Context: an optimization exercise on an open-source flow, tuned for small area, a short achievable clock period and few clock cycles per item. The choices shown serve that exercise and are no tape-out recipe. Where RTL was checked, it was by simulation tests only, not by an equivalence proof against the original. Function not checked in runs 1 and 4: the RTL went through the layout flow alone. Power figures rest on the tool's default switching activity, not on a simulated workload.

## design/flow/design.v

```verilog
package mavg_pkg;
  localparam int WIN_W  = 7;
  localparam int CNT_W  = 7;
  localparam int FRAC_W = 8;
  localparam int AVG_W  = 24;
  localparam logic [WIN_W-1:0] WIN_RESET = WIN_W'(3);
  typedef enum logic [1:0] {
    ST_IDLE,
    ST_DIV,
    ST_DONE
  } state_t;
endpackage
module moving_average_warmup #(
  parameter int MAX_WINDOW  = 64,
  parameter int SAMPLE_BITS = 16
) (
  input  logic                         clk,
  input  logic                         rst_n,
  input  logic                         in_valid,
  output logic                         in_stall,
  input  logic [SAMPLE_BITS-1:0]       in_sample,
  input  logic                         in_series_start,
  output logic                         out_valid,
  input  logic                         out_stall,
  output logic [mavg_pkg::AVG_W-1:0]   out_average,
  input  logic                         cfg_wr_en,
  input  logic [mavg_pkg::WIN_W-1:0]   cfg_wr_data
);
  localparam int NST = 12;   
  logic en_r;           
  logic stall_r;        
  logic ov_r, sv_r;     
  logic [23:0] oq_r, sq_r;
  logic [5:0] em1_r;    
  logic [6:0] c_r;      
  logic       full_r;   
  logic       acc;
  logic       first_n, drop_n;
  logic [5:0] cm1_n;
  logic [5:0] em1_cfg;
  logic [6:0] c_inc;
  assign acc     = in_valid & en_r;
  assign first_n = in_series_start | (c_r == 7'd0);
  assign drop_n  = ~first_n & full_r;
  assign cm1_n   = in_series_start ? 6'd0 : (full_r ? em1_r : c_r[5:0]);
  assign em1_cfg = (cfg_wr_data == 7'd0) ? 6'd0 :
                   (cfg_wr_data > 7'd64) ? 6'd63 : 6'(cfg_wr_data - 7'd1);
  assign c_inc   = {1'b0, cm1_n} + 7'd1;
  always_ff @(posedge clk) begin
    if (!rst_n) begin
      em1_r  <= 6'd2;
      c_r    <= 7'd0;
      full_r <= 1'b0;
    end else if (cfg_wr_en) begin
      em1_r  <= em1_cfg;
      c_r    <= 7'd0;
      full_r <= 1'b0;
    end else if (acc) begin
      c_r    <= c_inc;
      full_r <= (cm1_n == em1_r);
    end
  end
  logic        v0;
  logic [15:0] x0;
  logic [15:0] sr [64];
  logic [15:0] old_n;
  logic [8:0]  osel;
  logic        oself;
  always_comb begin
    oself = v0 && (em1_r == 6'd0);
    for (int j = 0; j < 9; j++) begin
      osel[j] = v0 ? (j == int'(em1_r[2:0]) && em1_r != 6'd0)
                   : (j == int'(em1_r[2:0]) + 1);
    end
    old_n = {16{oself}} & x0;
    for (int j = 0; j < 9; j++) old_n = old_n | ({16{osel[j]}} & sr[55 + j]);
  end
  logic                   first0;
  logic [15:0]            old0;     
  logic [2:0]             blk0;     
  logic [5:0]             cm1_0;
  always_ff @(posedge clk) begin
    if (!rst_n) v0 <= 1'b0;
    else if (en_r) v0 <= in_valid;
  end
  always_ff @(posedge clk) begin
    if (en_r) begin
      x0     <= in_sample;
      first0 <= first_n;
      old0   <= drop_n ? old_n : 16'd0;
      blk0   <= em1_r[5:3];
      cm1_0  <= cm1_n;
    end
  end
  logic        v1, first1;
  logic [16:0] d1;
  logic [5:0]  cm1_1;
  always_ff @(posedge clk) begin
    if (en_r && v0) begin
      for (int k = 0; k < 64; k++) begin
        if (k == 0) begin
          sr[k] <= x0;
        end else if (k % 8 == 0) begin
          sr[k] <= (blk0 == 3'(7 - k / 8)) ? x0 : sr[k-1];
        end else begin
          sr[k] <= sr[k-1];
        end
      end
    end
  end
  logic [16:0] d_n;
  mavg_delta u_delta (.x(x0), .o(old0), .y(d_n));
  always_ff @(posedge clk) begin
    if (!rst_n) v1 <= 1'b0;
    else if (en_r) v1 <= v0;
  end
  always_ff @(posedge clk) begin
    if (en_r) begin
      d1     <= d_n;
      first1 <= first0;
      cm1_1  <= cm1_0;
    end
  end
  logic        vb, first_b, kap_b;
  logic [10:0] l_r;
  logic [5:0]  dh_b;
  logic [5:0]  cm1_b;
  logic [11:0] l_n;
  mavg_add11 u_add_lo (.a(first1 ? 11'd0 : l_r), .b(d1[10:0]), .cin(1'b0), .y(l_n));
  always_ff @(posedge clk) begin
    if (!rst_n) vb <= 1'b0;
    else if (en_r) vb <= v1;
  end
  always_ff @(posedge clk) begin
    if (en_r) begin
      first_b <= first1;
      kap_b   <= l_n[11];
      dh_b    <= d1[16:11];
      cm1_b   <= cm1_1;
      if (v1) l_r <= l_n[10:0];
    end
  end
  logic        vs;
  logic [10:0] h_r, l_c;
  logic [5:0]  cm1_s;
  logic [7:0]  k3_s;
  logic [11:0] h_n;
  mavg_add11 u_add_hi (.a(first_b ? 11'd0 : h_r), .b({{5{dh_b[5]}}, dh_b}), .cin(kap_b),
                       .y(h_n));
  always_ff @(posedge clk) begin
    if (!rst_n) vs <= 1'b0;
    else if (en_r) vs <= vb;
  end
  always_ff @(posedge clk) begin
    if (en_r) begin
      l_c   <= l_r;
      cm1_s <= cm1_b;
      k3_s  <= {1'b0, cm1_b, 1'b0} + {2'b00, cm1_b} + 8'd2;   
      if (vb) h_r <= h_n[10:0];
    end
  end
  logic        dv   [NST+1];
  logic [5:0]  drem [NST+1];
  logic [23:0] dw   [NST+1];
  logic [5:0]  dcm1 [NST+1];
  logic [7:0]  dk3  [NST+1];
  assign dv[0]   = vs;
  assign drem[0] = h_r[10:5];
  assign dw[0]   = {h_r[4:0], l_c, 8'd0};
  assign dcm1[0] = cm1_s;
  assign dk3[0]  = k3_s;
  for (genvar j = 0; j < NST; j++) begin : g_div
    logic [7:0]  res;
    logic [5:0]  rem_c;
    logic [23:0] w_c;
    mavg_digit u_digit (.rem(drem[j]), .b(dw[j][23:22]), .m(dcm1[j]), .k3(dk3[j]), .res(res));
    assign rem_c = res[5:0];
    assign w_c   = {dw[j][21:0], res[7:6]};
    if (j < NST - 1) begin : g_reg
      logic        v_q;
      logic [5:0]  rem_q, cm1_q;
      logic [7:0]  k3_q;
      logic [23:0] w_q;
      always_ff @(posedge clk) begin
        if (!rst_n) v_q <= 1'b0;
        else if (en_r) v_q <= dv[j];
      end
      always_ff @(posedge clk) begin
        if (en_r) begin
          rem_q <= rem_c;
          w_q   <= w_c;
          cm1_q <= dcm1[j];
          k3_q  <= dk3[j];
        end
      end
      assign dv[j+1]   = v_q;
      assign drem[j+1] = rem_q;
      assign dw[j+1]   = w_q;
      assign dcm1[j+1] = cm1_q;
      assign dk3[j+1]  = k3_q;
    end else begin : g_last
      assign dv[j+1]   = dv[j];
      assign drem[j+1] = rem_c;
      assign dw[j+1]   = w_c;
      assign dcm1[j+1] = dcm1[j];
      assign dk3[j+1]  = dk3[j];
    end
  end
  logic push, take, ov_n, sv_n;
  assign push = en_r & dv[NST];
  assign take = ~ov_r | ~out_stall;
  assign ov_n = take ? (sv_r | push) : 1'b1;
  assign sv_n = take ? (sv_r & push) : (sv_r | push);
  always_ff @(posedge clk) begin
    if (!rst_n) begin
      ov_r    <= 1'b0;
      sv_r    <= 1'b0;
      en_r    <= 1'b1;
      stall_r <= 1'b0;
    end else begin
      ov_r    <= ov_n;
      sv_r    <= sv_n;
      en_r    <= ~(ov_n & sv_n);
      stall_r <= ov_n & sv_n;
    end
  end
  always_ff @(posedge clk) begin
    if (take) oq_r <= sv_r ? sq_r : dw[NST];
    if (en_r && (sv_r ? take : 1'b1)) sq_r <= dw[NST];
  end
  assign in_stall    = stall_r;
  assign out_valid   = ov_r;
  assign out_average = oq_r;
endmodule
module mavg_digit (
  input  logic [5:0] rem,
  input  logic [1:0] b,
  input  logic [5:0] m,
  input  logic [7:0] k3,
  output logic [7:0] res
);
  function automatic logic [6:0] sub8(input logic [7:0] t, input logic [7:0] k);
    logic [7:0] nk, gg, pp;
    nk = ~k;
    gg = t & nk;
    pp = t | nk;
    for (int d = 1; d < 8; d = d * 2) begin
      for (int i = 7; i >= d; i--) begin
        gg[i] = gg[i] | (pp[i] & gg[i-d]);
        pp[i] = pp[i] & pp[i-d];
      end
    end
    sub8 = {gg[7], nk[5:0] ^ {gg[4:0], 1'b0}};
  endfunction
  logic [7:0] t;
  logic [6:0] s1, s2, s3;
  logic       q3, q2, q1;
  assign t  = {rem, b};
  assign s1 = sub8(t, {2'b00, m});
  assign s2 = sub8(t, {1'b0, m, 1'b1});
  assign s3 = sub8(t, k3);
  assign q3 = s3[6];
  assign q2 = s2[6] & ~s3[6];
  assign q1 = s1[6] & ~s2[6];
  assign res[7:6] = {s2[6], q3 | q1};
  assign res[5:0] = t[5:0] ^ (({6{q3}} & s3[5:0]) | ({6{q2}} & s2[5:0]) |
                              ({6{q1}} & s1[5:0]));
endmodule
module mavg_delta (
  input  logic [15:0] x,
  input  logic [15:0] o,
  output logic [16:0] y
);
  function automatic logic [24:0] add24(input logic [23:0] a, input logic [23:0] b,
                                        input logic cin);
    logic [23:0] gg, pp;
    logic [24:0] cy;
    logic        g0alt;
    gg = a & b;
    pp = a | b;
    gg[0] = gg[0] | (pp[0] & cin);
    g0alt = ~((~a[0] | ~b[0]) & ~((a[0] | b[0]) & cin));
    for (int d = 1; d < 24; d = d * 2) begin
      for (int i = 23; i >= d; i--) begin
        gg[i] = gg[i] | (pp[i] & ((d == 1 && i == 1) ? g0alt : gg[i-d]));
        pp[i] = pp[i] & pp[i-d];
      end
    end
    cy = {gg, cin};
    add24 = {cy[24], a ^ (b ^ cy[23:0])};
  endfunction
  logic [24:0] r;
  assign r = add24({8'd0, x}, ~{8'd0, o}, 1'b1);
  assign y = r[16:0];
endmodule
module mavg_add11 (
  input  logic [10:0] a,
  input  logic [10:0] b,
  input  logic        cin,
  output logic [11:0] y
);
  function automatic logic [24:0] add24(input logic [23:0] a, input logic [23:0] b,
                                        input logic cin);
    logic [23:0] gg, pp;
    logic [24:0] cy;
    logic        g0alt;
    gg = a & b;
    pp = a | b;
    gg[0] = gg[0] | (pp[0] & cin);
    g0alt = ~((~a[0] | ~b[0]) & ~((a[0] | b[0]) & cin));
    for (int d = 1; d < 24; d = d * 2) begin
      for (int i = 23; i >= d; i--) begin
        gg[i] = gg[i] | (pp[i] & ((d == 1 && i == 1) ? g0alt : gg[i-d]));
        pp[i] = pp[i] & pp[i-d];
      end
    end
    cy = {gg, cin};
    add24 = {cy[24], a ^ (b ^ cy[23:0])};
  endfunction
  logic [24:0] r;
  assign r = add24({13'd0, a}, {13'd0, b}, cin);
  assign y = r[11:0];
endmodule
```

## design/flow/run.sh

```bash
#!/bin/bash
# synth_recipe.tcl (not shown) runs the flow's synth.tcl, then flattens the netlist and writes it again
# the make line also repeats each setting of config.mk as NAME=value (left out here)
make -C /OpenROAD-flow-scripts/flow DESIGN_CONFIG=/design/flow/config.mk WORK_HOME=/design/flow/orfs CLKGATE_MAP_FILE= SYNTH_SCRIPT=/design/flow/synth_recipe.tcl finish
```

## design/flow/config.mk

```make
export PLATFORM = sky130hd
export DESIGN_NAME = moving_average_warmup
export DESIGN_NICKNAME = moving_average_warmup
export VERILOG_FILES = /design/flow/design.v
export SDC_FILE = /design/flow/constraint.sdc
export NUM_CORES = 4
export LEC_CHECK = 0
export CAP_MARGIN = 20
export CORE_MARGIN = 2
export CORE_UTILIZATION = 35
export CTS_CLUSTER_DIAMETER = 60
export CTS_CLUSTER_SIZE = 30
export SETUP_SLACK_MARGIN = 3.6
export SLEW_MARGIN = 20
export SYNTH_HIERARCHICAL = 1
export SYNTH_MINIMUM_KEEP_SIZE = 0
export TNS_END_PERCENT = 5
```

## design/flow/constraint.sdc

```tcl
create_clock -name core_clock -period 6.0 [get_ports {clk}]
set_input_delay 1.2000 -clock core_clock [delete_from_list [all_inputs] [get_ports {clk}]]
set_output_delay 1.2000 -clock core_clock [all_outputs]
set_load 0.01 [all_outputs]
```

==> summary.txt, run 1 <==
Setup Skew=0.0489 ns; Crit Path Max Fanout=3; Placed Instances=6306; CP max stage delay=0.39 ns; Period Utilization, post-route=43.7%; Die Area=189000 um^2; Leak=24.3 nW; status=finished clean; Finished Cell Area=74200 um^2; Sink Count=1628; first-pass GRT wire length=175000 um; row cnt=158; Synthesis Warnings=22; Clock transition at path regs=0.09 ns; Routed Antenna Nets=0; endpoints failing hold=0; CTS tree=done; final wirelength=111000 um; Pwr per Cell Area=330 nW/um^2; Worst EP required=6.50 ns; I/O Pins=55; Slew HR=36.0%; final net count=4108; antenna violations before repair=1; non-filler instance count after layout=6628; area of placed instances=68700 um^2; vias per cell=4.83; Crit Path Class=register to register; most frequent cells in the layout=edfxtp_1 (1595), xnor2_1 (191), inv_1 (182), nand2b_1 (148), mux2_2 (136); largest net degree at the start of global routing=175; overflow left after global routing=0; share of cells above drive strength 1=19.9%; gpl congestion=0.811; die width=435 um; setup TNS=0 ns; CP endpoint kind=register; final setup fails=0; Critical Path, Cell by Cell=nor2b_1 -> inv_1 -> fa_2 -> fa_2 -> inv_2 -> maj3_2 -> a221oi_2 -> a211o_4 -> buf_4 -> buf_4 -> xnor2_1; FMAX=381 MHz; clock root cell=clkbuf_16; fin. max-slew vios=0; Area growth syn-to-layout=14.1%; RSZ-0062 raised after global routing=yes; Syn Inst Count=3795; Max VDD drop=0.241 mV; Filler Cell Count=16700; commonest non-fill, non-tap cell in the layout=edfxtp_1; clock tree buffer depth=3; Tmin final=2.62 ns; CP top delay family=adder cells; Mean Syn Cell Area=17.1 um^2; DR pass1 iterations=9; wire per inst=16.8 um; critical path arrival=3.13 ns; H-tree depth=3; Syn Std Cell Area=65100 um^2; CTS Hold Bufs=0; DRC=0; vias in the first global route=30900; CTS buffer count=105; CP Launch Type=register; die height=435 um; Min-Delay Path Class=register to register; clock latency on the worst-skew pair=0.76 ns; GRT Util Overall=11.4%; Worst-Margin Slew=0.958 ns; core footprint=185000 um^2; Initial DRC Count=2746; Buffers on Ports=54; CP max-delay cell=edfxtp_1; Initial Util=35.2%; Bufs and invs on worst path=4; via count=32000; number of max-cap violations=0; Post-DP HPWL=67000 um
-- where the power goes --
group / switching [W] / internal [W]
sequential: 0.000529 / 0.0132
clock: 0.00451 / 0.00385
combinational: 0.00125 / 0.00114
total: 0.00628 / 0.0182
-- stage by stage --
step | worst slack [ns] | hold slack, ns | power [W] | util, %
detailed placement | 2.63 | 0.405 | 0.0162 | 37.1
finish | 3.38 | 0.389 | 0.0245 | 40.1
global placement | 2.65 | 0.400 | 0.0162 | 37.1
floorplan | -5.66 | 0.400 | 0.0157 | -
global route | 3.29 | 0.396 | 0.0255 | 40.1
CTS | 3.39 | 0.384 | 0.0247 | 39.6
-- registers in the layout, summed over array words and instances (netlist names), 11 cells and up --
name               flops
dw                    76
old0                  16
sr                  1024
x0                    16
g_div.g_reg.k3_q      77
g_div.g_reg.v_q       11
l_c                   11
d1                    17
g_div.g_reg.cm1_q     66
g_div.g_reg.w_q      112
sq_r                  24
g_div.g_reg.rem_q     66
l_r                   11
h_r                   11
oq_r                  24
-- cell type report --
cell class,count,area (um^2),area share (%)
flip-flops and latches,1628,48600,65.4
multi-input cells,1891,15700,21.1
well taps,2480,3100,4.18
clock buffers,108,2660,3.58
repair buffers,208,1890,2.54
clock inverters,89,1470,1.98
inverters,223,841,1.13
diodes,1,2.50,0.00337
-- metal layers --
metal  routed length [um]  up-vias  track usage [%]
met4                 3370        0             3.99
met2                51600      582             18.0
li1                     -    15200                -
met3                 4330      207             1.75
met1                51900    16000             16.1
met5                    0        -                0
-- final timing paths --
path,depth (start not counted),startpoint,endpoint,slack [ns]
worst max-delay path,11,first_b$_DFFE_PP_,h_r[6]$_DFFE_PP_,3.38
worst min-delay path,0,g_div[6].g_reg.w_q[4]$_DFFE_PP_,dw[8][6]$_DFFE_PP_,0.39
worst max register to register,11,first_b$_DFFE_PP_,h_r[6]$_DFFE_PP_,3.38
worst min register to register,0,g_div[6].g_reg.w_q[4]$_DFFE_PP_,dw[8][6]$_DFFE_PP_,0.39
-- repair_timing --
action	4_1_cts	5_1_grt
endpoints found under the setup margin	1338	260
pin swaps	20	31
buffers inserted	31	87
resized for setup	149	52
cloned	6	0
==> inputs of run 2 (changes only) <==
--- a/design/flow/design.v
+++ b/design/flow/design.v
@@ -79,3 +79,3 @@
   logic [15:0]            old0;     
-  logic [2:0]             blk0;     
+  logic [7:0]             isel0;    
   logic [5:0]             cm1_0;
@@ -90,3 +90,3 @@
       old0   <= drop_n ? old_n : 16'd0;
-      blk0   <= em1_r[5:3];
+      for (int k = 0; k < 8; k++) isel0[k] <= (em1_r[5:3] == 3'(7 - k));
       cm1_0  <= cm1_n;
@@ -97,2 +97,3 @@
   logic [5:0]  cm1_1;
+  logic [7:0]  k3_1;
   always_ff @(posedge clk) begin
@@ -103,3 +104,3 @@
         end else if (k % 8 == 0) begin
-          sr[k] <= (blk0 == 3'(7 - k / 8)) ? x0 : sr[k-1];
+          sr[k] <= isel0[k / 8] ? x0 : sr[k-1];
         end else begin
@@ -121,2 +122,3 @@
       cm1_1  <= cm1_0;
+      k3_1   <= {1'b0, cm1_0, 1'b0} + {2'b00, cm1_0} + 8'd2;
     end
@@ -127,2 +129,3 @@
   logic [5:0]  cm1_b;
+  logic [7:0]  k3_b;
   logic [11:0] l_n;
@@ -139,2 +142,3 @@
       cm1_b   <= cm1_1;
+      k3_b    <= k3_1;
       if (v1) l_r <= l_n[10:0];
@@ -157,3 +161,3 @@
       cm1_s <= cm1_b;
-      k3_s  <= {1'b0, cm1_b, 1'b0} + {2'b00, cm1_b} + 8'd2;   
+      k3_s  <= k3_b;
       if (vb) h_r <= h_n[10:0];
==> run 2 against run 1 <==
  * Sequential share of layout area shrank 0.28 points
  * Cell count grew 1.4%
  * Combinational power grew 4%
  * Synthesized cell count grew 0.74%
  * Die area grew 0.75%
  * Sequential power is essentially flat
  * Critical path depth shrank 1
  * Worst hold slack lost 0.0069 ns
  * Largest cell class unchanged
  * Highest routed layer unchanged
==> summary.txt, run 2 <==
DR pass1 iterations=6 (-3); CP endpoint kind=register; Pwr per Cell Area=329 nW/um^2 (-0.26%); max FFs per register=1024 (unchanged); CP max-delay cell=edfxtp_1; sw frac=25.1% (-0.51 points); power share of the clock group=34.1% (about the same); endpoints failing hold=0 (unchanged); share of cells above drive strength 1=21.8% (+1.9 points); antenna cells=0 (-1); Worst EP required=6.52 ns (+0.02 ns); Buffers on Ports=54 (unchanged); Crit Path Class=register to register; via count=32400 (+1.3%); status=finished clean; clock root cell=clkbuf_16; Crit Path Max Fanout=3 (unchanged); sequential share of power=55.9% (-0.2 points); RSZ-0062 raised after global routing=yes; wire per inst=16.8 um (+0.33%); I/O Pins=55 (unchanged); Initial Util=35.3% (+0.12 points); NetSw=0.00624 W (-0.72%); final setup fails=0 (unchanged); Slew HR=27.5% (-8.5 points); WHS=0.382 ns (-0.00692 ns); Post-DP HPWL=67600 um (+0.79%); antenna violations before repair=0 (-1); FMAX=394 MHz (+3.2%); DRC=0 (unchanged); Reg with most FFs=sr; Syn Inst Count=3823 (+0.74%); Critical Path, Cell by Cell=inv_2 -> ha_4 -> buf_4 -> nor2b_2 -> o41a_1 -> maj3_2 -> o2111ai_2 -> nand4_2 -> a21oi_2 -> xnor2_1; CTS tree=done; CTS buffer count=106 (+0.95%); largest registers=sr x1024, g_div.g_reg.w_q x112, g_div.g_reg.k3_q x77; fin. max-slew vios=0 (unchanged); clock latency on the worst-skew pair=0.76 ns (about the same); logic gate share of total power=10.0% (+0.3 points); Routed Antenna Nets=0 (unchanged); overflow left after global routing=0 (unchanged); Sink Count=1646 (+1.1%); core footprint=186000 um^2 (+0.43%); setup TNS=0 ns (unchanged); CTS Hold Bufs=0 (unchanged); Setup Skew=0.0532 ns (+0.00434 ns); vias per cell=4.82 (-0.14%); final net count=4200 (+2.2%); Die Area=191000 um^2 (+0.75%); vias in the first global route=31300 (+1.3%); Synthesis Warnings=22 (unchanged); final wirelength=113000 um (+1.7%); commonest non-fill, non-tap cell in the layout=edfxtp_1; first-pass GRT wire length=176000 um (+0.53%); P_int=0.0186 W (+2.0%); Period Utilization, post-route=42.3% (-1.4 points); CP Launch Type=register; Tmin final=2.54 ns (-0.0822 ns); Min-Delay Path Class=register to register; GRT Util Overall=11.4% (-0.016 points); Syn Std Cell Area=65500 um^2 (+0.76%); CP max stage delay=0.46 ns (+0.07 ns); Initial DRC Count=2655 (-3.3%); die height=437 um (+0.37%); H-tree depth=3 (unchanged); Max VDD drop=0.247 mV (+2.4%); Mean Syn Cell Area=17.1 um^2 (about the same); Clock transition at path regs=0.10 ns (about the same); Area growth syn-to-layout=15.0%; die width=437 um (+0.37%); gpl congestion=0.835 (+2.9%); Worst-Margin Slew=1.09 ns (+0.131 ns); clock tree buffer depth=3 (unchanged); most frequent cells in the layout=edfxtp_1 (1613), buf_4 (194), xnor2_1 (192), inv_1 (180), nand2b_1 (148); Leak=24.8 nW (+1.9%); number of max-cap violations=0 (unchanged); row cnt=158 (unchanged); largest net degree at the start of global routing=176 (+0.57%); critical path arrival=3.06 ns (-0.07 ns)
-- run 2: timing repair --
| item | CTS | global route |
|---|---|---|
| setup buffers | 35 | 152 |
| resized for setup | 144 | 98 |
| endpoints found under the setup margin | 1247 | 811 |
| gates cloned | 4 | 0 |
| pin swaps | 27 | 43 |
-- run 2: cell type report --
type	instances	area [um^2]
clock buffers	108	2700
clock inverters	92	1430
fillers	16700	110000
inverters	220	826
multi-input cells	1898	15800
flip-flops and latches	1646	49100
well taps	2480	3100
repair buffers	277	2400
-- run 2: worst max-delay path, delay by kind of cell, from the launching register on --
family | cells | cell delay [ns]
DFF | 1 | 0.46
buffers and inverters | 2 | 0.20
and+or+nand+nor | 2 | 0.21
xor gates and xnor gates | 1 | 0.08
AOI/OAI and AO/OA | 3 | 0.84
adders and majority gates | 2 | 0.50
-- run 2: power by group through the flow --
stage	logic (W)	clock network [W]	registers, W
finish	0.00249	0.00846	0.0139
CTS	0.00216	0.00878	0.0139
global route	0.00273	0.00916	0.0139
global placement	0.00207	0	0.0142
detailed placement	0.00210	0	0.0142
floorplan	0.00180	0	0.0140
-- run 2: layer usage --
layer	wire length (um)	global-route usage (%)	vias up
li1	-	-	15400
met1	53400	16.0	16300
met2	52600	18.1	566
met3	4330	2.05	190
met4	2830	3.26	0
met5	0	0	-
-- run 2: worst paths after layout --
check                       start              endpoint  slack, ns  depth (start not counted)
max reg2reg       x0[0]$_DFFE_PP_      d1[15]$_DFFE_PP_       3.46                         10
max               x0[0]$_DFFE_PP_      d1[15]$_DFFE_PP_       3.46                         10
min          sr[37][11]$_DFFE_PP_  sr[38][11]$_DFFE_PP_       0.38                          0
min reg2reg  sr[37][11]$_DFFE_PP_  sr[38][11]$_DFFE_PP_       0.38                          0
-- run 2: stage by stage --
stage	instances	instance area (um^2)	total power (W)	utilization, %	setup WS, ns
floorplan	3853	65700	0.0158	-	-5.79
global placement	6330	69200	0.0162	37.2	2.85
detailed placement	6330	69200	0.0163	37.2	2.77
CTS	6569	73800	0.0249	39.7	3.43
global route	6721	75400	0.0258	40.6	3.28
finish	6721	75400	0.0248	40.6	3.46
Testbench counts of run 2, summed over its fixed seeds: cycles 3,360, items 3,200.
==> inputs of run 3 (changes only) <==
==> design/flow/flow/run.sh (new file) <==
#!/bin/bash
# Own flow: the standard layout (standard.sh), with one change to its
# synthesis: the final technology mapping uses Yosys's default liberty ABC
# script with the delay target from ABC_CLOCK_PERIOD_IN_PS instead of the
# ORFS speed script, and full adders are not extracted first. Registers,
# flattening and renaming are those of the standard synthesis
# (synth_recipe.tcl is sourced unchanged).
set -euo pipefail
W=$PWD
cat > "$W/own_synth.tcl" <<EOS
proc extract_fa {args} { puts "own flow: extract_fa skipped" }
proc abc {args} {
  set i [lsearch -exact \$args -script]
  if {\$i >= 0} { set args [lreplace \$args \$i [expr {\$i + 1}]] }
  puts "own flow: abc \$args"
  yosys abc {*}\$args
}
source $W/synth_recipe.tcl
EOS
sed "s#SYNTH_SCRIPT=[^ ]*#SYNTH_SCRIPT=$W/own_synth.tcl#" standard.sh > own_standard.sh
grep -q "SYNTH_SCRIPT=$W/own_synth.tcl" own_standard.sh
bash own_standard.sh > "$W/own_flow.log" 2>&1
test -s out/final.def
==> design/flow/standard.sh (new file) <==
#!/bin/bash
# synth_recipe.tcl (not shown) runs the flow's synth.tcl, then flattens the netlist and writes it again
# the make line also repeats each setting of config.mk as NAME=value (left out here)
make -C /OpenROAD-flow-scripts/flow DESIGN_CONFIG=/design/flow/config.mk WORK_HOME=/design/flow/orfs CLKGATE_MAP_FILE= SYNTH_SCRIPT=/design/flow/synth_recipe.tcl "${@:-finish}"
--- a/design/flow/config.mk
+++ b/design/flow/config.mk
@@ -7,2 +7,3 @@
 export LEC_CHECK = 0
+export ABC_CLOCK_PERIOD_IN_PS = 1500
 export CAP_MARGIN = 20
@@ -14,4 +15,2 @@
 export SLEW_MARGIN = 20
-export SYNTH_HIERARCHICAL = 1
-export SYNTH_MINIMUM_KEEP_SIZE = 0
 export TNS_END_PERCENT = 5
removed: design/flow/run.sh
==> run 3 against run 2 <==
  * Cell count down 13%
  * Still clean
  * Clock power down 2.5%
  * Combinational power down 25%
==> summary.txt, run 3 <==
Min-Delay Path Class=register to register; CTS Hold Bufs=0 (unchanged); Area contributors post-synth=edfxtp_1 (81%), mux2_2 (2.3%), xnor2_1 (2.1%), dfxtp_1 (1.1%), xor2_1 (1.0%); Synth top cells by count=edfxtp_1 (1611), xnor2_1 (142), nor2_1 (140); number of max-cap violations=0 (unchanged); Syn Std Cell Area=59700 um^2 (-8.9%); first-pass GRT wire length=148000 um (-16%); Async S/R FF share, synth=0%; critical path arrival=3.52 ns (+0.46 ns); CP endpoint kind=register; Syn Inst Count=3184 (-17%); Die Area=174000 um^2 (-8.8%); r2r setup slk=2.96 ns (-0.50 ns); clock latency on the worst-skew pair=0.75 ns (about the same); DR pass1 iterations=8 (+2); setup TNS=0 ns (unchanged); EDFF count, synth=1611; Hold EP=dw[11][10]$_DFFE_PP_; RSZ-0062 raised after global routing=yes; status=finished clean; Worst EP required=6.47 ns (-0.05 ns); top cell type's share of synthesized area=81.0%; CTS tree=done; worst hold path stage count=0 (unchanged); via count=27500 (-15%); largest registers=sr x1024, g_div.g_reg.w_q x112; CP Launch Type=register; sequential fraction of the synthesis area=82.1%; antenna violations before repair=1 (+1); Setup Skew=0.0354 ns (-0.0178 ns); vias in the first global route=26800 (-14%); Reg2Reg Depth=10 (unchanged); power share of the clock group=34.6% (+0.5 points); final setup fails=0 (unchanged); Buffers on Ports=54 (unchanged); DRC=0 (unchanged); Multi-input gate area=11100 um^2 (-30%); endpoints failing hold=0 (unchanged); gpl congestion=0.760 (-9.0%); H-tree depth=3 (unchanged); non-filler instance count after layout=5818 (-13%); most frequent cell after synthesis=edfxtp_1; Reg with most FFs=sr; Routed Antenna Nets=0 (unchanged); P_int=0.0182 W (-2.0%); FMAX=329 MHz (-17%); core footprint=169000 um^2 (-8.8%); final wirelength=95500 um (-16%); r2r endpoint=g_div[0].g_reg.rem_q[1]$_DFFE_PP_; largest net degree at the start of global routing=209 (+19%); share of cells above drive strength 1=23.1% (+1.3 points); commonest non-fill, non-tap cell in the layout=edfxtp_1; GRT Util Overall=10.6% (-0.80 points); final net count=3536 (-16%); Mean Syn Cell Area=18.8 um^2 (+9.4%); fin. max-slew vios=0 (unchanged); sw frac=23.7% (-1.4 points); antenna cells=0 (unchanged); Pwr per Cell Area=342 nW/um^2 (+4.0%); Synthesis Warnings=16 (-27%); post-synth cell types=84; Worst-Margin Slew=1.12 ns (+0.0313 ns); CTS buffer count=106 (unchanged); Area growth syn-to-layout=16.7%; wire per inst=16.4 um (-2.5%); Slew HR=25.4% (-2.1 points); min-delay src=dw[10][8]$_DFFE_PP_; Filler Cell Count=14800 (-12%); Initial DRC Count=2510 (-5.5%); vias per cell=4.73 (-1.9%); Crit Path Class=register to register; Seq cells post-synth=1644; Post-DP HPWL=54200 um (-20%); row cnt=151 (-4.4%); Crit Path Max Fanout=6 (+3); NetSw=0.00566 W (-9.3%); clock root cell=clkbuf_16; ys flop type=edfxtp_1; leading area contributor after synthesis=edfxtp_1; Tmin final=3.04 ns (+0.503 ns); Sink Count=1644 (-0.12%); logic gate share of total power=7.8% (-2.2 points); Initial Util=35.2% (about the same); max FFs per register=1024 (unchanged); most frequent cells in the layout=edfxtp_1 (1611), buf_4 (187), xnor2_1 (142), inv_1 (127), nor2_1 (127); Max VDD drop=0.230 mV (-6.6%); die height=417 um (-4.5%); Period Utilization, post-route=50.7% (+8.4 points); overflow left after global routing=0 (unchanged); register area=49000 um^2 (-0.14%); clock tree buffer depth=3 (unchanged); I/O Pins=55 (unchanged); sequential share of power=57.6% (+1.7 points); Placed Instances=5432 (-14%); die width=417 um (-4.5%); Worst R2R Start=cm1_s[0]$_DFFE_PP_; Clock transition at path regs=0.09 ns (about the same); Leak=23.4 nW (-5.6%)
## run 3: logic make-up (layout without fill, tap and decap cells)
family / count (synthesis) / after routing / share of synthesized area, %
DFF: 1644 / 1644 / 82.1
and+or+nand+nor: 467 / 468 / 3.93
AOI/OAI and AO/OA: 455 / 455 / 5.63
xor gates and xnor gates: 213 / 213 / 3.12
buffers and inverters: 185 / 600 / 1.16
muxes: 129 / 129 / 2.42
adders and majority gates: 91 / 91 / 1.64
## run 3: final cells by class
class | count | share of cell area [%]
multi-input cells | 1356 | 15.9
inverters | 133 | 0.727
repair buffers | 266 | 3.34
clock inverters | 89 | 1.80
flip-flops and latches | 1644 | 70.3
well taps | 2218 | 3.98
clock buffers | 112 | 3.93
## run 3: stage by stage
| step | utilization (%) | setup slack (ns) | total power [W] | hold slack, ns | area, um^2 |
|---|---|---|---|---|---|
| final | 41.1 | 2.96 | 0.0239 | 0.401 | 69700 |
| after global placement | 37.3 | 2.63 | 0.0154 | 0.400 | 63200 |
| after CTS | 40.7 | 3.00 | 0.0240 | 0.404 | 68900 |
| after global routing | 41.1 | 2.84 | 0.0248 | 0.418 | 69700 |
| after detailed placement | 37.3 | 2.64 | 0.0155 | 0.405 | 63200 |
| after floorplan | - | -5.66 | 0.0151 | 0.400 | 59700 |
## run 3: worst max-delay path by stage
stage / from / end / slack (ns) / cells after the start
finish: cm1_s[0]$_DFFE_PP_ / g_div[0].g_reg.rem_q[1]$_DFFE_PP_ / 2.96 / 10
global route: cm1_s[0]$_DFFE_PP_ / g_div[0].g_reg.rem_q[1]$_DFFE_PP_ / 2.84 / 10
global placement: cfg_wr_data[1] / em1_r[0]$_SDFFE_PN0P_ / 2.63 / 7
floorplan: en_r$_SDFF_PN1_ / sr[0][0]$_DFFE_PP_ / -5.66 / 2
detailed placement: cfg_wr_data[1] / em1_r[0]$_SDFFE_PN0P_ / 2.64 / 7
CTS: g_div[3].g_reg.cm1_q[0]$_DFFE_PP_ / g_div[4].g_reg.rem_q[5]$_DFFE_PP_ / 3.00 / 10
## run 3: power by group through the flow
stage,Sequential (W),Clock (W),Combinational [W]
CTS,0.0137,0.00855,0.00176
global route,0.0138,0.00894,0.00204
global placement,0.0140,0,0.00147
detailed placement,0.0140,0,0.00150
finish,0.0137,0.00825,0.00187
floorplan,0.0139,0,0.00117
## run 3: critical path: stages (launching register included)
cell and delay, ns:
edfxtp_1 0.45, nand2b_4 0.18, maj3_2 0.32, maj3_2 0.34, maj3_2 0.33, maj3_2 0.35, a21boi_1 0.13, o31a_1 0.29
and3_4 0.23, a211o_1 0.11, xnor2_1 0.06
## run 3: per-layer routing
| layer | track usage [%] | up-vias | wire length [um] | share of wire (%) |
|---|---|---|---|---|
| met5 | 0 | - | 0 | 0 |
| met4 | 2.92 | 0 | 2160 | 2.3 |
| met3 | 1.97 | 152 | 3640 | 3.8 |
| met2 | 17.0 | 440 | 45500 | 48 |
| met1 | 14.8 | 13900 | 44300 | 46 |
| li1 | - | 13000 | - | - |
## run 3: timing repair
| action | in CTS | in global routing |
|---|---|---|
| pin swaps | 193 | 85 |
| gates resized for setup | 190 | 91 |
| setup endpoints to repair | 1421 | 1286 |
| endpoints found under the hold margin | 0 | 0 |
| gates cloned | 1 | 0 |
| setup buffers | 131 | 52 |
==> inputs of run 4 (changes only) <==
--- a/design/flow/design.v
+++ b/design/flow/design.v
@@ -79,3 +79,3 @@
   logic [15:0]            old0;     
-  logic [7:0]             isel0;    
+  logic [2:0]             blk0;     
   logic [5:0]             cm1_0;
@@ -90,3 +90,3 @@
       old0   <= drop_n ? old_n : 16'd0;
-      for (int k = 0; k < 8; k++) isel0[k] <= (em1_r[5:3] == 3'(7 - k));
+      blk0   <= em1_r[5:3];
       cm1_0  <= cm1_n;
@@ -97,3 +97,2 @@
   logic [5:0]  cm1_1;
-  logic [7:0]  k3_1;
   always_ff @(posedge clk) begin
@@ -104,3 +103,3 @@
         end else if (k % 8 == 0) begin
-          sr[k] <= isel0[k / 8] ? x0 : sr[k-1];
+          sr[k] <= (blk0 == 3'(7 - k / 8)) ? x0 : sr[k-1];
         end else begin
@@ -122,3 +121,2 @@
       cm1_1  <= cm1_0;
-      k3_1   <= {1'b0, cm1_0, 1'b0} + {2'b00, cm1_0} + 8'd2;
     end
@@ -129,3 +127,2 @@
   logic [5:0]  cm1_b;
-  logic [7:0]  k3_b;
   logic [11:0] l_n;
@@ -142,3 +139,2 @@
       cm1_b   <= cm1_1;
-      k3_b    <= k3_1;
       if (v1) l_r <= l_n[10:0];
@@ -161,3 +157,3 @@
       cm1_s <= cm1_b;
-      k3_s  <= k3_b;
+      k3_s  <= {1'b0, cm1_b, 1'b0} + {2'b00, cm1_b} + 8'd2;   
       if (vb) h_r <= h_n[10:0];
@@ -179,3 +175,4 @@
     logic [23:0] w_c;
-    mavg_digit u_digit (.rem(drem[j]), .b(dw[j][23:22]), .m(dcm1[j]), .k3(dk3[j]), .res(res));
+    mavg_digit #(.ZERO_B(j >= 8), .NO_REM(j == NST - 1)) u_digit (
+      .rem(drem[j]), .b(dw[j][23:22]), .m(dcm1[j]), .k3(dk3[j]), .res(res));
     assign rem_c = res[5:0];
@@ -238,3 +235,6 @@
 endmodule
-module mavg_digit (
+module mavg_digit #(
+  parameter bit ZERO_B = 1'b0,
+  parameter bit NO_REM = 1'b0
+) (
   input  logic [5:0] rem,
@@ -261,3 +261,3 @@
   logic       q3, q2, q1;
-  assign t  = {rem, b};
+  assign t  = {rem, ZERO_B ? 2'b00 : b};
   assign s1 = sub8(t, {2'b00, m});
@@ -269,3 +269,3 @@
   assign res[7:6] = {s2[6], q3 | q1};
-  assign res[5:0] = t[5:0] ^ (({6{q3}} & s3[5:0]) | ({6{q2}} & s2[5:0]) |
+  assign res[5:0] = NO_REM ? 6'd0 : t[5:0] ^ (({6{q3}} & s3[5:0]) | ({6{q2}} & s2[5:0]) |
                               ({6{q1}} & s1[5:0]));
==> design/flow/run.sh (new file) <==
#!/bin/bash
# synth_recipe.tcl (not shown) runs the flow's synth.tcl, then flattens the netlist and writes it again
# the make line also repeats each setting of config.mk as NAME=value (left out here)
make -C /OpenROAD-flow-scripts/flow DESIGN_CONFIG=/design/flow/config.mk WORK_HOME=/design/flow/orfs CLKGATE_MAP_FILE= SYNTH_SCRIPT=/design/flow/synth_recipe.tcl finish
--- a/design/flow/config.mk
+++ b/design/flow/config.mk
@@ -7,3 +7,2 @@
 export LEC_CHECK = 0
-export ABC_CLOCK_PERIOD_IN_PS = 1500
 export CAP_MARGIN = 20
@@ -15,2 +14,4 @@
 export SLEW_MARGIN = 20
+export SYNTH_HIERARCHICAL = 1
+export SYNTH_MINIMUM_KEEP_SIZE = 0
 export TNS_END_PERCENT = 5
removed: design/flow/flow/run.sh
removed: design/flow/standard.sh
==> run 4 against run 3 <==
  * Cell count up 11%
  * Largest power group unchanged
  * Largest cell class unchanged
  * Final area up 4.9%
  * Sequential share of layout area down 4.0 points
==> summary.txt, run 4 <==
P_int=0.0181 W (-0.69%); final core occ=40.4% (-0.76 points); CP Launch Type=register; via count=31600 (+15%); most frequent cells in the layout=edfxtp_1 (1593), buf_4 (172), xnor2_1 (169), inv_1 (166), mux2_2 (136); antenna cells=0 (unchanged); Min-Delay Path Class=register to register; I/O Pins=55 (unchanged); Setup Skew=0.0408 ns (+0.00534 ns); Routed Antenna Nets=0 (unchanged); Placed Instances=6082 (+12%); logic gate share of total power=9.6% (+1.8 points); Area growth syn-to-layout=14.4%; Worst-Margin Slew=1.19 ns (+0.0726 ns); Max VDD drop=0.242 mV (+4.9%); Sink Count=1626 (-1.1%); sw frac=25.9% (+2.1 points); min-delay src=sr[14][3]$_DFFE_PP_; Crit Path Class=register to register; sequential share of power=56.1% (-1.5 points); CP max-delay cell=edfxtp_1; clock tree buffer depth=3 (unchanged); vias per cell=4.90 (+3.6%); Bufs and invs on worst path=2 (+2); gpl congestion=0.853 (+12%); vias in the first global route=30000 (+12%); worst hold path stage count=0 (unchanged); Syn Inst Count=3704 (+16%); fin. max-slew vios=0 (unchanged); CTS tree=done; CP max stage delay=0.41 ns (-0.04 ns); non-filler instance count after layout=6441 (+11%); H-tree depth=3 (unchanged); first-pass GRT wire length=173000 um (+17%); r2r endpoint=h_r[8]$_DFFE_PP_; die width=431 um (+3.4%); Post-DP HPWL=66700 um (+23%); clock root cell=clkbuf_16; antenna violations before repair=4 (+3); DRC=0 (unchanged); Syn Std Cell Area=64000 um^2 (+7.1%); endpoints failing hold=0 (unchanged); power share of the clock group=34.2% (-0.4 points); Initial DRC Count=2588 (+3.1%); CP endpoint kind=register; Filler Cell Count=16200 (+9.8%); max FFs per register=1024 (unchanged); overflow left after global routing=0 (unchanged); most frequent cell on the critical path=fa_2; final setup fails=0 (unchanged); Leak=24.0 nW (+2.8%); largest registers=sr x1024, g_div.g_reg.w_q x112; setup TNS=0 ns (unchanged); DR pass1 iterations=5 (-3); r2r setup slk=3.47 ns (+0.51 ns); critical path arrival=3.04 ns (-0.48 ns); CTS buffer count=105 (-0.94%); Reg2Reg Depth=10 (unchanged); number of max-cap violations=0 (unchanged); CTS Hold Bufs=0 (unchanged); Worst EP required=6.51 ns (+0.04 ns); CP top delay family=adder cells; Initial Util=35.3% (+0.060 points); Pwr per Cell Area=333 nW/um^2 (-2.6%); Mean Syn Cell Area=17.3 um^2 (-8.0%); final wirelength=113000 um (+18%); Buffers on Ports=54 (unchanged); Hold EP=sr[15][3]$_DFFE_PP_; NetSw=0.00630 W (+11%); die height=431 um (+3.4%); Tmin final=2.53 ns (-0.509 ns); status=finished clean; largest net degree at the start of global routing=221 (+5.7%); commonest non-fill, non-tap cell in the layout=edfxtp_1; Die Area=186000 um^2 (+7.0%); number of stages on the worst setup path=10 (unchanged); Reg with most FFs=sr; Clock transition at path regs=0.10 ns (about the same); share of cells above drive strength 1=21.4% (-1.7 points); wire per inst=17.5 um (+6.7%); final net count=4031 (+14%); Slew HR=20.5% (-4.8 points); row cnt=156 (+3.3%); FMAX=395 MHz (+20%); clock latency on the worst-skew pair=0.75 ns (about the same); RSZ-0062 raised after global routing=yes; Critical Path, Cell by Cell=nor2b_1 -> inv_1 -> fa_2 -> fa_2 -> inv_2 -> maj3_2 -> a221oi_2 -> a211o_4 -> a2111oi_4 -> nor3_2; Period Utilization, post-route=42.2% (-8.5 points); core footprint=181000 um^2 (+6.9%); Crit Path Max Fanout=4 (-2); Worst R2R Start=first_b$_DFFE_PP_; Synthesis Warnings=24 (+8); GRT Util Overall=11.7% (+1.1 points)
## run 4: final cells by class
class	count	area, um^2	share of cell area, %
clock buffers	108	2680	3.66
clock inverters	90	1410	1.93
inverters	199	747	1.02
multi-input cells	1801	14800	20.2
flip-flops and latches	1626	48500	66.3
well taps	2370	2970	4.05
repair buffers	247	2070	2.83
## run 4: worst max path at each step
stage	slack [ns]	start	end
5_1_grt	3.32	first_b$_DFFE_PP_	h_r[8]$_DFFE_PP_
2_1_floorplan	-5.62	en_r$_SDFF_PN1_	sr[0][0]$_DFFE_PP_
6_report	3.47	first_b$_DFFE_PP_	h_r[8]$_DFFE_PP_
4_1_cts	3.42	stall_r$_SDFF_PN0_	in_stall
3_5_place_dp	2.64	in_series_start	old0[1]$_SDFFCE_PN0P_
3_3_place_gp	2.68	in_series_start	old0[15]$_SDFFCE_PN0P_
## run 4: routing by layer
layer | global-route usage [%] | wire (um) | share of wire (%)
met1 | 16.5 | 52000 | 46
met2 | 18.5 | 52800 | 47
met3 | 2.06 | 4920 | 4.4
met4 | 3.47 | 3100 | 2.7
met5 | 0 | 0 | 0
## run 4: per-stage QoR
step / hold slack [ns] / instance area, um^2 / total power (W) / setup WS (ns)
after floorplan: 0.400 / 64000 / 0.0155 / -5.62
after global placement: 0.400 / 67400 / 0.0160 / 2.68
after detailed placement: 0.405 / 67400 / 0.0160 / 2.64
after CTS: 0.406 / 71800 / 0.0245 / 3.42
after global routing: 0.413 / 73200 / 0.0254 / 3.32
final: 0.399 / 73200 / 0.0244 / 3.47
## run 4: power groups by stage
stage / combinational [W] / sequential [W] / clock, W
floorplan: 0.00169 / 0.0138 / 0
global route: 0.00257 / 0.0138 / 0.00904
detailed placement: 0.00205 / 0.0140 / 0
global placement: 0.00201 / 0.0140 / 0
CTS: 0.00209 / 0.0137 / 0.00866
finish: 0.00235 / 0.0137 / 0.00834
## run 4: repair_timing
item                       4_1_cts  5_1_grt
setup endpoints to repair     1304      502
gates resized for setup        155       65
pin swaps                       17       45
gates cloned                     2        0
buffers inserted                28      131
==> inputs of run 5 (changes only) <==
--- a/design/flow/design.v
+++ b/design/flow/design.v
@@ -68,11 +68,11 @@
   logic        oself;
-  always_comb begin
-    oself = v0 && (em1_r == 6'd0);
-    for (int j = 0; j < 9; j++) begin
-      osel[j] = v0 ? (j == int'(em1_r[2:0]) && em1_r != 6'd0)
-                   : (j == int'(em1_r[2:0]) + 1);
-    end
-    old_n = {16{oself}} & x0;
-    for (int j = 0; j < 9; j++) old_n = old_n | ({16{osel[j]}} & sr[55 + j]);
+  logic [15:0] oacc [10];
+  assign oself   = v0 && (em1_r == 6'd0);
+  assign oacc[0] = {16{oself}} & x0;
+  for (genvar j = 0; j < 9; j++) begin : g_old
+    assign osel[j]   = v0 ? ({1'b0, em1_r[2:0]} == 4'(j) && em1_r != 6'd0)
+                          : ({1'b0, em1_r[2:0]} + 4'd1 == 4'(j));
+    assign oacc[j+1] = oacc[j] | ({16{osel[j]}} & sr[55 + j]);
   end
+  assign old_n = oacc[9];
   logic                   first0;
--- a/design/flow/config.mk
+++ b/design/flow/config.mk
@@ -9,5 +9,5 @@
 export CORE_MARGIN = 2
-export CORE_UTILIZATION = 35
-export CTS_CLUSTER_DIAMETER = 60
-export CTS_CLUSTER_SIZE = 30
+export CORE_UTILIZATION = 50
+export CTS_CLUSTER_DIAMETER = 50
+export CTS_CLUSTER_SIZE = 40
 export SETUP_SLACK_MARGIN = 3.6
==> run 5 against run 4 <==
  * Register-to-register slack got worse by 0.08 ns
  * Clock skew is 0.0041 ns higher
  * Final area fell by 1.4%
  * Area after synthesis shrank 0.31%
  * Via count decreased by 2.8%
  * Worst setup slack worse by 0.079 ns
  * Global-route usage increased by 4.8 points
  * Fmax shrank 3.0%
  * Non-clock buffer count is 124 lower
  * Worst hold slack improved by 0.0055 ns
  * Critical endpoint is now l_r[8]$_DFFE_PP_
  * Routed wire length down 3.6%
  * Cell count is 13% lower
==> summary.txt, run 5 <==
status=finished clean; clock latency on the worst-skew pair=0.78 ns (+0.03 ns); core footprint=127000 um^2 (-30%); critical path arrival=3.11 ns (+0.07 ns); met3 routed WL=5770 um (+17%); wire per inst=19.4 um (+11%); Worst R2R Start=first1$_DFFE_PP_; max FFs per register=1024 (unchanged); Crit Path Max Fanout=4 (unchanged); H-tree depth=4 (+1); Sink Count=1626 (unchanged); fin. max-slew vios=0 (unchanged); row cnt=131 (-16%); Worst EP required=6.50 ns (about the same); Setup Skew=0.0449 ns (+0.00413 ns); antenna violations before repair=6 (+2); die width=361 um (-16%); GRT Util Overall=16.5% (+4.8 points); area of placed instances=66300 um^2 (-1.6%); FMAX=383 MHz (-3.0%); r2r endpoint=l_r[8]$_DFFE_PP_; most frequent cells in the layout=edfxtp_1 (1593), xnor2_1 (171), inv_1 (167), clkbuf_16 (151), mux2_2 (136); M1 WL=51700 um (-0.65%); final net count=3883 (-3.7%); worst hold path stage count=0 (unchanged); I/O Pins=55 (unchanged); first-pass GRT wire length=169000 um (-2.3%); overall power=0.0257 W (+5.6%); final core occ=56.8% (+16 points); Reg with most FFs=sr; min-delay src=g_div[6].g_reg.w_q[4]$_DFFE_PP_; die height=361 um (-16%); Filler Cell Count=9645 (-41%); Syn Inst Count=3638 (-1.8%); Reg2Reg Depth=10 (unchanged); Initial Util=50.2% (+15 points); gpl congestion=0.845 (-0.94%); RSZ-0062 raised after global routing=yes; overflow left after global routing=0 (unchanged); r2r setup slk=3.39 ns (-0.08 ns); Min-Delay Path Class=register to register; CTS buffer count=143 (+36%); largest registers=sr x1024, g_div.g_reg.w_q x112; Leak=23.8 nW (-0.85%); final wirelength=109000 um (-3.6%); DR pass1 iterations=7 (+2); Slew HR=33.5% (+13 points); clock root cell=clkbuf_16; Initial DRC Count=2689 (+3.9%); setup TNS=0 ns (unchanged); Syn Std Cell Area=63800 um^2 (-0.31%); Finished Cell Area=72200 um^2 (-1.4%); Max VDD drop=0.300 mV (+24%); DRC=0 (unchanged); Tmin final=2.61 ns (+0.0795 ns); commonest non-fill, non-tap cell in the layout=edfxtp_1; Hold EP=dw[8][6]$_DFFE_PP_; CP Launch Type=register; vias per cell=5.46 (+11%); Period Utilization, post-route=43.6% (+1.3 points); Crit Path Class=register to register; via count=30700 (-2.8%); vias in the first global route=29400 (-1.8%); Clock transition at path regs=0.07 ns (-0.03 ns); largest net degree at the start of global routing=180 (-19%); Area growth syn-to-layout=13.2%; Post-DP HPWL=63900 um (-4.2%); share of cells above drive strength 1=19.0% (-2.4 points); CP endpoint kind=register; Die Area=130000 um^2 (-30%); clock tree buffer depth=3 (unchanged); number of max-cap violations=0 (unchanged); Buffers on Ports=54 (unchanged); CTS tree=done; Pwr per Cell Area=357 nW/um^2 (+7.1%); Routed Antenna Nets=0 (unchanged); final setup fails=0 (unchanged); endpoints failing hold=0 (unchanged); Worst-Margin Slew=0.997 ns (-0.195 ns); WHS=0.404 ns (+0.00547 ns); Highest Signal Layer=met5; Synthesis Warnings=26 (+8.3%); met2 WL post-DR=48000 um (-9.1%); Mean Syn Cell Area=17.5 um^2 (+1.5%)
[run 5: timing repair]
item,CTS,global route
hold buffers,0,0
gates resized for setup,85,32
setup buffers,15,14
endpoints found under the setup margin,1358,962
pin swaps,12,16
cloned,3,1
[run 5: worst max-delay path by stage]
stage | startpoint | to | slack [ns]
after floorplan | en_r$_SDFF_PN1_ | sr[0][0]$_DFFE_PP_ | -5.65
after global placement | en_r$_SDFF_PN1_ | sr[24][8]$_DFFE_PP_ | 2.75
after detailed placement | en_r$_SDFF_PN1_ | sr[1][15]$_DFFE_PP_ | 2.70
after CTS | x0[0]$_DFFE_PP_ | d1[14]$_DFFE_PP_ | 3.35
after global routing | first_b$_DFFE_PP_ | h_r[8]$_DFFE_PP_ | 3.25
final | first1$_DFFE_PP_ | l_r[8]$_DFFE_PP_ | 3.39
[run 5: stage by stage]
| stage | setup slack [ns] | instances |
|---|---|---|
| 5_1_grt | 3.25 | 5614 |
| 4_1_cts | 3.35 | 5599 |
| 3_3_place_gp | 2.75 | 5316 |
| 6_report | 3.39 | 5615 |
| 3_5_place_dp | 2.70 | 5316 |
| 2_1_floorplan | -5.65 | 3638 |
[run 5: final cells by class]
cell class | instances | area, um^2 | area share (%)
sequential | 1626 | 48500 | 67.2
multi-input combinational | 1740 | 14300 | 19.8
clock buffer | 153 | 3770 | 5.23
tap | 1662 | 2080 | 2.88
clock inverter | 112 | 1430 | 1.98
timing repair buffer | 123 | 1290 | 1.79
inverter | 198 | 747 | 1.04
antenna | 1 | 2.50 | 0.00347
[run 5: metal layers]
layer	up-vias	GRT usage [%]
met5	-	0
met4	6	6.37
met3	210	3.60
met2	647	24.2
met1	15200	24.2
li1	14600	-
[run 5: worst max-delay path, stage by stage, from the launching register on]
cell       delay, ns
edfxtp_1        0.43
nor2b_1         0.13
inv_1           0.07
fa_2            0.42
fa_2            0.36
inv_1           0.07
maj3_2          0.20
a221oi_2        0.06
a211o_4         0.33
a2111oi_4       0.22
nor3_2          0.08
[run 5: report_power, final]
group,switching [W],internal [W]
clock,0.00464,0.00521
combinational,0.00115,0.000991
sequential,0.000523,0.0132
Testbench counts of run 5, summed over its fixed seeds: cycles 3,360, items 3,200.
==> inputs of run 6 (changes only) <==
--- a/design/flow/config.mk
+++ b/design/flow/config.mk
@@ -9,6 +9,6 @@
 export CORE_MARGIN = 2
-export CORE_UTILIZATION = 50
-export CTS_CLUSTER_DIAMETER = 50
-export CTS_CLUSTER_SIZE = 40
-export SETUP_SLACK_MARGIN = 3.6
+export CORE_UTILIZATION = 35
+export CTS_CLUSTER_DIAMETER = 60
+export CTS_CLUSTER_SIZE = 30
+export SETUP_SLACK_MARGIN = 3.5
 export SLEW_MARGIN = 20
==> run 6 against run 5 <==
  * Fmax about the same
  * Sequential power about the same
  * Worst setup slack better by 0.00066 ns
  * Utilization down 17 points
  * Via count up 0.49%
  * Highest routed layer is now met4
==> summary.txt, run 6 <==
status=finished clean; Worst R2R Start=first1$_DFFE_PP_; Crit Path Max Fanout=3 (-1); Worst-Margin Slew=1.09 ns (+0.0939 ns); fin. max-slew vios=0 (unchanged); CTS buffer count=106 (-26%); Clock transition at path regs=0.10 ns (+0.03 ns); Synthesis Warnings=26 (unchanged); share of cells above drive strength 1=18.4% (-0.58 points); final wirelength=111000 um (+1.8%); endpoints failing hold=0 (unchanged); first-pass GRT wire length=172000 um (+1.9%); commonest non-fill, non-tap cell in the layout=edfxtp_1; Routed Antenna Nets=0 (unchanged); die width=431 um (+19%); FMAX=383 MHz (about the same); die height=431 um (+19%); number of max-cap violations=0 (unchanged); vias in the first global route=29900 (+1.5%); critical path arrival=3.10 ns (about the same); overflow left after global routing=0 (unchanged); Crit Path Class=register to register; antenna violations before repair=8 (+2); Max VDD drop=0.243 mV (-19%); Slew HR=27.3% (-6.3 points); RSZ-0062 raised after global routing=yes; clock root cell=clkbuf_16; Tmin final=2.61 ns (-0.000660 ns); WHS=0.385 ns (-0.0195 ns); Min-Delay Path Class=register to register; Mean Syn Cell Area=17.5 um^2 (unchanged); Worst EP required=6.48 ns (-0.02 ns); Initial DRC Count=3026 (+13%); Syn Std Cell Area=63800 um^2 (unchanged); Buffers on Ports=54 (unchanged); largest registers=sr x1024, g_div.g_reg.w_q x112; min-delay src=sr[41][1]$_DFFE_PP_; r2r endpoint=l_r[6]$_DFFE_PP_; DRC=0 (unchanged); Initial Util=35.2% (-15 points); CP endpoint kind=register; DR pass1 iterations=7 (unchanged); final net count=3890 (+0.18%); final core occ=39.9% (-17 points); GRT Util Overall=11.7% (-4.8 points); Leak=23.5 nW (-1.3%); Syn Inst Count=3638 (unchanged); wire per inst=17.6 um (-9.3%); largest net degree at the start of global routing=207 (+15%); Area growth syn-to-layout=13.4%; worst hold path stage count=0 (unchanged); core footprint=181000 um^2 (+42%); H-tree depth=3 (-1); via count=30800 (+0.49%); Sink Count=1626 (unchanged); CTS Hold Bufs=0 (unchanged); Setup Skew=0.0591 ns (+0.0142 ns); vias per cell=4.89 (-10%); CTS tree=done; max FFs per register=1024 (unchanged); Reg with most FFs=sr; row cnt=156 (+19%); gpl congestion=0.822 (-2.6%); Filler Cell Count=16100 (+67%); r2r setup slk=3.39 ns (about the same); Die Area=186000 um^2 (+42%); most frequent cells in the layout=edfxtp_1 (1593), xnor2_1 (171), inv_1 (168), mux2_2 (136), nand2b_1 (130); I/O Pins=55 (unchanged); clock latency on the worst-skew pair=0.78 ns (about the same); Post-DP HPWL=66400 um (+4.0%); CP Launch Type=register; Period Utilization, post-route=43.5% (about the same); Pwr per Cell Area=337 nW/um^2 (-5.6%); final setup fails=0 (unchanged); clock tree buffer depth=3 (unchanged); Reg2Reg Depth=11 (+1); Hold EP=sr[42][1]$_DFFE_PP_
-- run 6: area by class of cell --
class                      instances  area (um^2)  share of cell area (%)
sequential                      1626        48500                    67.1
multi-input combinational       1739        14300                    19.8
tap                             2370         2970                    4.10
clock buffer                     108         2660                    3.68
timing repair buffer             168         1610                    2.23
clock inverter                    91         1480                    2.05
inverter                         198          743                    1.03
antenna                            3         7.51                  0.0104
-- run 6: how the worst max path moves through the flow --
| stage | startpoint | to | slack [ns] | cells past startpoint |
|---|---|---|---|---|
| after floorplan | en_r$_SDFF_PN1_ | sr[0][0]$_DFFE_PP_ | -5.65 | 2 |
| after global placement | cfg_wr_en | full_r$_SDFFE_PP0P_ | 2.68 | 6 |
| after detailed placement | in_series_start | old0[1]$_SDFFCE_PN0P_ | 2.72 | 4 |
| after CTS | x0[2]$_DFFE_PP_ | d1[13]$_DFFE_PP_ | 3.29 | 7 |
| after global routing | first1$_DFFE_PP_ | l_r[8]$_DFFE_PP_ | 3.28 | 10 |
| final | first1$_DFFE_PP_ | l_r[6]$_DFFE_PP_ | 3.39 | 11 |
-- run 6: timing repair --
item,4_1_cts,5_1_grt
setup endpoints to repair,661,565
gates resized for setup,69,20
cloned,2,1
setup buffers,19,54
pin swaps,14,21
-- run 6: critical path, cell delays in order (launching register included) --
cell and delay, ns:
edfxtp_1 0.44, nor2b_1 0.13, inv_1 0.06, fa_2 0.37, fa_2 0.38, inv_2 0.05, maj3_2 0.19, a221oi_2 0.06
a211o_4 0.31, buf_4 0.14, buf_4 0.12, xnor2_1 0.11
-- run 6: per-layer routing --
| layer | global-route usage, % | up-vias | part of all wire, % |
|---|---|---|---|
| met1 | 16.3 | 15500 | 47 |
| li1 | - | 14600 | - |
| met4 | 4.26 | 0 | 3.4 |
| met5 | 0 | - | 0 |
| met2 | 18.2 | 597 | 46 |
| met3 | 2.08 | 191 | 4.0 |
-- run 6: metrics by stage --
| step | total power, W | setup slack [ns] | instances | TNS, ns | instance area, um^2 |
|---|---|---|---|---|---|
| finish | 0.0243 | 3.39 | 6303 | 0 | 72300 |
| global route | 0.0254 | 3.28 | 6303 | 0 | 72300 |
| CTS | 0.0246 | 3.29 | 6244 | 0 | 71700 |
| detailed placement | 0.0161 | 2.72 | 6024 | 0 | 67200 |
| global placement | 0.0161 | 2.68 | 6024 | 0 | 67200 |
| floorplan | 0.0156 | -5.65 | 3638 | -5792.70 | 63800 |
-- run 6: power breakdown --
part,switching (W),internal [W],total [W]
Clock,0.00446,0.00395,0.00841
Sequential,0.000502,0.0132,0.0137
Combinational,0.00119,0.00101,0.00221
Total,0.00615,0.0182,0.0243
==> inputs of run 7 (changes only) <==
--- a/design/flow/config.mk
+++ b/design/flow/config.mk
@@ -12,3 +12,3 @@
 export CTS_CLUSTER_SIZE = 30
-export SETUP_SLACK_MARGIN = 3.5
+export SETUP_SLACK_MARGIN = 3.8
 export SLEW_MARGIN = 20
==> run 7 against run 6 <==
  * Die area unchanged
  * Area after synthesis stayed put
  * First-iteration DRC count is 2.8% higher
  * Total power rose by 1.9%
  * Global-route usage increased by 0.084 points
  * Clock skew increased by 0.0030 ns
  * Synthesized cell count unchanged
  * Cell count rose by 2.5%
  * Largest power group unchanged
  * Utilization rose by 1.1 points
  * Still clean
  * Via count up 2.6%
==> summary.txt, run 7 <==
endpoints failing hold=0 (unchanged); DR pass1 iterations=6 (-1); Filler Cell Count=15900 (-1.0%); Bufs and invs on worst path=2 (-2); share of cells above drive strength 1=24.6% (+6.3 points); CP endpoint kind=register; CP max stage delay=0.47 ns (+0.03 ns); register area=48500 um^2 (about the same); vias per cell=4.89 (+0.11%); Syn Std Cell Area=63800 um^2 (unchanged); Sink Count=1626 (unchanged); Routed Antenna Nets=0 (unchanged); CP top delay family=compound AO/OA/AOI/OAI gates; overflow left after global routing=0 (unchanged); Initial Util=35.2% (unchanged); vias in the first global route=30000 (+0.31%); gpl congestion=0.822 (unchanged); Leak=24.6 nW (+4.6%); power share of the clock group=34.0% (-0.6 points); Pwr per Cell Area=334 nW/um^2 (-0.93%); Crit Path Class=register to register; Buffers on Ports=54 (unchanged); Clock transition at path regs=0.10 ns (about the same); Reg with most FFs=sr; CP max-delay cell=edfxtp_1; largest net degree at the start of global routing=207 (unchanged); RSZ-0062 raised after global routing=yes; number of max-cap violations=0 (unchanged); row cnt=156 (unchanged); Initial DRC Count=3110 (+2.8%); wire per inst=17.7 um (+0.73%); sequential share of power=55.2% (-1.2 points); FMAX=385 MHz (+0.46%); Slew HR=28.0% (+0.76 points); logic gate share of total power=10.8% (+1.7 points); Setup Skew=0.0621 ns (+0.00299 ns); H-tree depth=3 (unchanged); I/O Pins=55 (unchanged); final worst slack=3.40 ns (+0.0120 ns); via count=31600 (+2.6%); Tmin final=2.60 ns (-0.0120 ns); Post-DP HPWL=66400 um (unchanged); clock tree buffer depth=3 (unchanged); Mean Syn Cell Area=17.5 um^2 (unchanged); Synthesis Warnings=26 (unchanged); Worst-Margin Slew=1.08 ns (-0.0113 ns); CTS buffer count=106 (unchanged); clock root cell=clkbuf_16; die width=431 um (unchanged); CTS Hold Bufs=0 (unchanged); core footprint=181000 um^2 (unchanged); final net count=4048 (+4.1%); final setup fails=0 (unchanged); CTS tree=done; commonest non-fill, non-tap cell in the layout=edfxtp_1; fin. max-slew vios=0 (unchanged); status=finished clean; GRT Util Overall=11.8% (+0.084 points); max FFs per register=1024 (unchanged); pre-CTS setup slack=2.72 ns (unchanged); Multi-input gate area=15100 um^2 (+5.5%); die height=431 um (unchanged); area of placed instances=67200 um^2 (unchanged); Critical Path, Cell by Cell=inv_2 -> ha_4 -> inv_2 -> fa_2 -> a21boi_4 -> o31ai_4 -> a21oi_2 -> a31oi_4 -> o31ai_2 -> maj3_2 -> xnor2_1; largest registers=sr x1024, g_div.g_reg.w_q x112; first-pass GRT wire length=173000 um (+0.55%); antenna violations before repair=8 (unchanged); Syn Inst Count=3638 (unchanged); final wirelength=114000 um (+3.3%); Area growth syn-to-layout=16.6%; Crit Path Max Fanout=3 (unchanged); most frequent cell on the critical path=inv_2; DRC=0 (unchanged); Finished Cell Area=74300 um^2 (+2.8%); critical path arrival=3.09 ns (about the same); Period Utilization, post-route=43.3% (-0.20 points); CP Launch Type=register; clock latency on the worst-skew pair=0.78 ns (about the same); Die Area=186000 um^2 (unchanged); P_int=0.0185 W (+1.6%); Min-Delay Path Class=register to register; most frequent cells in the layout=edfxtp_1 (1593), buf_4 (239), xnor2_1 (166), inv_1 (165), mux2_2 (136); Worst EP required=6.49 ns (about the same); sw frac=25.5% (+0.19 points); NetSw=0.00632 W (+2.7%); Max VDD drop=0.243 mV (+0.24%)
-- run 7: area by class of cell --
cell class | count | area share (%)
Tap cell | 2370 | 3.99
Sequential cell | 1626 | 65.3
Clock inverter | 91 | 2.00
Antenna cell | 3 | 0.0101
Timing Repair Buffer | 326 | 3.85
Clock buffer | 108 | 3.58
Multi-Input combinational cell | 1739 | 20.3
Inverter | 198 | 1.01
-- run 7: power groups by stage --
| stage | Combinational (W) | Sequential [W] | Clock (W) |
|---|---|---|---|
| floorplan | 0.00174 | 0.0139 | 0 |
| global placement | 0.00208 | 0.0140 | 0 |
| detailed placement | 0.00212 | 0.0140 | 0 |
| CTS | 0.00218 | 0.0137 | 0.00872 |
| global route | 0.00292 | 0.0138 | 0.00913 |
| finish | 0.00268 | 0.0137 | 0.00843 |
-- run 7: path summary, 6_finish.rpt --
kind                                     startpoint             endpoint  cells after the start  slack (ns)
worst max register to register      x0[0]$_DFFE_PP_     d1[14]$_DFFE_PP_                     11        3.40
worst min register to register  sr[41][1]$_DFFE_PP_  sr[42][1]$_DFFE_PP_                      0        0.38
worst max-delay path                x0[0]$_DFFE_PP_     d1[14]$_DFFE_PP_                     11        3.40
worst min-delay path            sr[41][1]$_DFFE_PP_  sr[42][1]$_DFFE_PP_                      0        0.38
-- run 7: metrics by stage --
step / setup TNS [ns] / hold WS (ns) / power, W / util (%) / cells
after detailed placement: 0 / 0.405 / 0.0161 / 37.1 / 6024
after global routing: 0 / 0.400 / 0.0258 / 41.1 / 6461
final: 0 / 0.382 / 0.0248 / 41.1 / 6461
after CTS: 0 / 0.390 / 0.0246 / 39.7 / 6265
after floorplan: -5792.70 / 0.400 / 0.0156 / - / 3638
after global placement: 0 / 0.401 / 0.0161 / 37.1 / 6024
-- run 7: repair_timing --
action | CTS | global route
gates cloned | 3 | 1
setup buffers | 39 | 191
setup endpoints to repair | 1325 | 1197
pin swaps | 23 | 108
resized for setup | 166 | 173
-- run 7: worst reg2reg max path, cell delays in order, from the launching register on --
cell and delay (ns):
edfxtp_1 0.47, inv_2 0.11, ha_4 0.15, inv_2 0.04, fa_2 0.43, a21boi_4 0.18
o31ai_4 0.08, a21oi_2 0.21, a31oi_4 0.15, o31ai_2 0.21, maj3_2 0.22, xnor2_1 0.05
-- run 7: per-layer routing --
metal | vias to the layer above | track usage [%] | share of wire, %
met5 | - | 0 | 0
met4 | 0 | 4.37 | 3.3
met3 | 192 | 2.08 | 3.8
met2 | 621 | 18.4 | 47
met1 | 15900 | 16.4 | 46
li1 | 14900 | - | -

port drivers added, routing unchanged:
Ports are ideal in the flow. The routed layouts listed here were re-timed in OpenROAD.
Step 1, drivers: a clkbuf_16 drives clk and a buf_2 each remaining input, both assumed.
Step 2, shift: input delay + t, output delay - t, t = (earliest + latest rising clock arrival at the registers) / 2. This alone moves slack from input paths to output paths.
a / b / c = no drivers / after step 1 / after step 2; a / b = the first two.
run	t, ns	setup slack, ns	hold WS [ns]	latest minus earliest clock arrival (ns)	worst slew at a driven data input, ns
run 1	0.818	3.378 / 3.378 / 2.756	0.389 / 0.389 / 0.389	0.062 / 0.062	0.07
run 2	0.822	3.460 / 3.451 / 2.896	0.382 / 0.382 / 0.382	0.067 / 0.067	0.08
run 3	0.797	2.957 / 2.957 / 2.624	0.401 / 0.401 / 0.401	0.060 / 0.060	0.09
run 4	0.809	3.466 / 3.441 / 2.778	0.399 / 0.399 / 0.399	0.051 / 0.051	0.16
run 5	0.828	3.387 / 3.359 / 2.818	0.404 / 0.404 / 0.404	0.050 / 0.050	0.17
run 6	0.815	3.387 / 3.317 / 2.608	0.385 / 0.385 / 0.385	0.074 / 0.075	0.29
run 7	0.816	3.399 / 3.399 / 2.775	0.382 / 0.382 / 0.382	0.076 / 0.076	0.30
After both steps setup and hold are still met in every run listed. The setup slack of run 6, which loses most, moves by -0.070 ns with the drivers and by -0.779 ns with both steps.
